This is an optimization exercise on Yosys and OpenROAD, whose aim is small area, not a production implementation.
Only simulation tests tie the RTL to the original design; equivalence was not proved.
No activity file was given, so power comes from the tool's default toggle rates.

Setup of build 61:
// cpu_top
module cpu_top (
    input  logic        clk,
    input  logic        rst_n,
    input  logic        run,
    input  logic        prog_we,
    input  logic [5:0]  prog_addr,
    input  logic [31:0] prog_wdata,
    input  logic [15:0] mem_rdata,
    output logic        mem_write,
    output logic        mem_read,
    output logic [15:0] mem_addr,
    output logic [15:0] mem_wdata,
    output logic [5:0]  pc
);
    cpu_core u_core (
        .clk        (clk),
        .rst_n      (rst_n),
        .run        (run),
        .prog_we    (prog_we),
        .prog_addr  (prog_addr),
        .prog_wdata (prog_wdata),
        .mem_rdata  (mem_rdata),
        .mem_write  (mem_write),
        .mem_read   (mem_read),
        .mem_addr   (mem_addr),
        .mem_wdata  (mem_wdata),
        .pc         (pc)
    );
endmodule
Size: ~4800 cells after synthesis, about 1700 flip-flops, roughly 0.060 mm^2 of cells after synthesis.
export LEC_CHECK = 0
export CAP_MARGIN = 20
export CORE_MARGIN = 2
export CORE_UTILIZATION = 45
export CTS_CLUSTER_DIAMETER = 60
export CTS_CLUSTER_SIZE = 30
export PLACE_DENSITY = 0.6
export SLEW_MARGIN = 20
export SYNTH_HIERARCHICAL = 1
create_clock -name core_clock -period 12.0 [get_ports {clk}]
standard.sh (not shown) runs the stock make flow with config.mk's settings and CLKGATE_MAP_FILE= SYNTH_SCRIPT=/design/flow/synth_recipe.tcl, a recipe that flattens the netlist after the stock synthesis.
==> flow/flow/run.sh <==
#!/bin/bash
set -euo pipefail
export CTS_ARGS="-sink_clustering_enable -repair_clock_nets -dont_use_dummy_load -sink_clustering_size 16 -sink_clustering_max_diameter 45 -root_buf sky130_fd_sc_hd__clkbuf_16 -buf_list sky130_fd_sc_hd__clkbuf_8 -sink_clustering_buffer sky130_fd_sc_hd__clkbuf_8"
export BUFFER_PORTS_ARGS="-buffer_cell sky130_fd_sc_hd__buf_1"
bash standard.sh > standard.log 2>&1
Here is what was changed in the inputs of build 77 compared with build 61.
==> flow/flow/run.sh <==
#!/bin/bash
set -euo pipefail
export CTS_ARGS="-sink_clustering_enable -repair_clock_nets -dont_use_dummy_load -sink_clustering_size 20 -sink_clustering_max_diameter 50 -root_buf sky130_fd_sc_hd__clkbuf_16 -buf_list sky130_fd_sc_hd__clkbuf_8 -sink_clustering_buffer sky130_fd_sc_hd__clkbuf_8"
export BUFFER_PORTS_ARGS="-buffer_cell sky130_fd_sc_hd__buf_1"
bash standard.sh > standard.log 2>&1
Notes after the runs:
- Build 61 → build 77: total routed wirelength neither gained nor lost much; critical path required time did not really move.
- Relative to build 61, the portion of the clock cycle consumed by the worst path in the final layout of build 77 is lower by 1.5 points.
- Build 77 -> build 61: multi-input gate area in the final layout flat
- Sequential share of layout area (build 77 over build 61): increase, 0.19 points
- Compared with build 61, in build 77 sequential cell fraction of total power saw an increase, proportion of power drawn by combinational gates saw an increase, cell count saw little to no change.
- Synthesis-to-layout area growth in build 77 is 0.40 points below build 61.
- Comparing build 61 and build 77, the higher core utilization was measured on build 61.
For build 91, these inputs were changed with respect to build 77:
Settings: a deleted CTS_CLUSTER_DIAMETER that had been 60; a change of PLACE_DENSITY from 0.6 to 0.7; a deleted CTS_CLUSTER_SIZE that had been 30; a change of CORE_UTILIZATION from 45 to 55.
==> flow/flow/run.sh <==
#!/bin/bash
set -euo pipefail
export CTS_ARGS="-sink_clustering_enable -repair_clock_nets -dont_use_dummy_load -sink_clustering_size 10 -sink_clustering_max_diameter 35 -root_buf sky130_fd_sc_hd__clkbuf_16 -buf_list sky130_fd_sc_hd__clkbuf_8 -sink_clustering_buffer sky130_fd_sc_hd__clkbuf_4"
export BUFFER_PORTS_ARGS="-buffer_cell sky130_fd_sc_hd__buf_1"
bash standard.sh > standard.log 2>&1
Notes after the runs:
The flow did not stop early for build 91: all stages ran, and the layout cleared the timing, design-rule and antenna checks.
Summary of build 91 over build 77: total cell area at the placement stage lower; minimum clock period higher; wire length of the first global-routing pass lower; highest clock frequency the design can meet lower; number of cells on the critical path roughly the same.
Diff build 77 -> build 91 | power density over the cells | down slightly
Going from build 77 to build 91, total clock network power shrank by a few percent.
[compare] base=build 77 new=build 91: final cell count without fillers -258; met1 wire length decreased by 10% relative to the old numbers; total power consumption of the routed design fell by 150 uW.
Relative to build 91, the following input files were edited for build 62:
Settings: CTS_CLUSTER_DIAMETER newly set to 60; CORE_UTILIZATION changed from 55 to 45; CTS_CLUSTER_SIZE newly set to 30; PLACE_DENSITY changed from 0.7 to 0.6.
==> flow/flow/run.sh <==
#!/bin/bash
set -euo pipefail
export CTS_ARGS="-sink_clustering_enable -repair_clock_nets -dont_use_dummy_load -sink_clustering_size 30 -sink_clustering_max_diameter 60"
export BUFFER_PORTS_ARGS="-buffer_cell sky130_fd_sc_hd__buf_2"
bash standard.sh > standard.log 2>&1
Results
Run comparison: build 91 endpoint of the most critical setup path mem_addr[12]; build 62 endpoint of the most critical setup path mem_addr[14]. From build 91 to build 62 the numbers moved as follows: placement row count saw an increase; minimum clock period saw an increase; met1 wire length saw an increase. Critical-path cell with the highest stage delay = sky130_fd_sc_hd__a222oi_1: build 62; critical-path cell with the highest stage delay = sky130_fd_sc_hd__nor4_1: build 91.
Relative to build 62, the following input files were edited for build 58:
Settings: changing CORE_UTILIZATION from 45 to 68; removing CTS_CLUSTER_DIAMETER (formerly 60); removing CTS_CLUSTER_SIZE (formerly 30); changing PLACE_DENSITY from 0.6 to 0.85.
==> flow/flow/run.sh <==
#!/bin/bash
set -euo pipefail
export CTS_ARGS="-sink_clustering_enable -repair_clock_nets -dont_use_dummy_load -sink_clustering_size 10 -sink_clustering_max_diameter 35 -root_buf sky130_fd_sc_hd__clkbuf_16 -buf_list sky130_fd_sc_hd__clkbuf_8 -sink_clustering_buffer sky130_fd_sc_hd__clkbuf_4"
export BUFFER_PORTS_ARGS="-buffer_cell sky130_fd_sc_hd__buf_1"
bash standard.sh > standard.log 2>&1
### Flow results
- Re clock skew: build 58 is 3.6 ps up on build 62.
- Build 58 vs build 62 on detailed-route vias per instance: build 58 is the higher one.
- Run comparison: build 58 master of the slowest instance on the critical path sky130_fd_sc_hd__nor4_1; build 62 master of the slowest instance on the critical path sky130_fd_sc_hd__a222oi_1
- Compared with build 62, in build 58 synthesized area neither gained nor lost much; share of total power in the clock network lost 5.6 points.
- Build 62 → build 58: detailed-route wire length per cell shows an increase of 1.9%, global-route met1 utilization now larger.

static timing again, ports no longer ideal:
How much do the figures lean on ideal ports? The routed layouts below were timed once more, with nothing changed but the port constraints.
Step 1 sets driving cells, clkbuf_16 on the clock port and buf_2 on the other inputs (assumed; they add their load-dependent delay and slew).
Step 2 adds t to the input delays and takes it off the output delays; t is the mean of the earliest and latest rising clock arrival at the registers after step 1. Input paths then give back, and output paths get back, about the clock's delay inside the block.
Slacks: ideal / step 1 / step 2; pairs: ideal / step 1.
run	shift t [ns]	setup slack, ns	worst hold slack (ns)	clock arrival spread, ns	worst register clock-pin slew, ns
build 61	0.849	0.228 / 0.148 / 0.997	0.485 / 0.485 / 0.485	0.100 / 0.100	0.10 / 0.10
build 77	0.820	0.413 / 0.331 / 1.151	0.479 / 0.479 / 0.479	0.098 / 0.098	0.12 / 0.12
build 91	0.799	0.186 / 0.110 / 0.910	0.482 / 0.482 / 0.482	0.098 / 0.099	0.11 / 0.11
build 62	0.814	0.182 / 0.094 / 0.908	0.484 / 0.484 / 0.484	0.101 / 0.100	0.11 / 0.11
build 58	0.806	0.197 / 0.126 / 0.932	0.484 / 0.484 / 0.484	0.113 / 0.113	0.12 / 0.12
After both steps setup and hold are still met in every run listed.
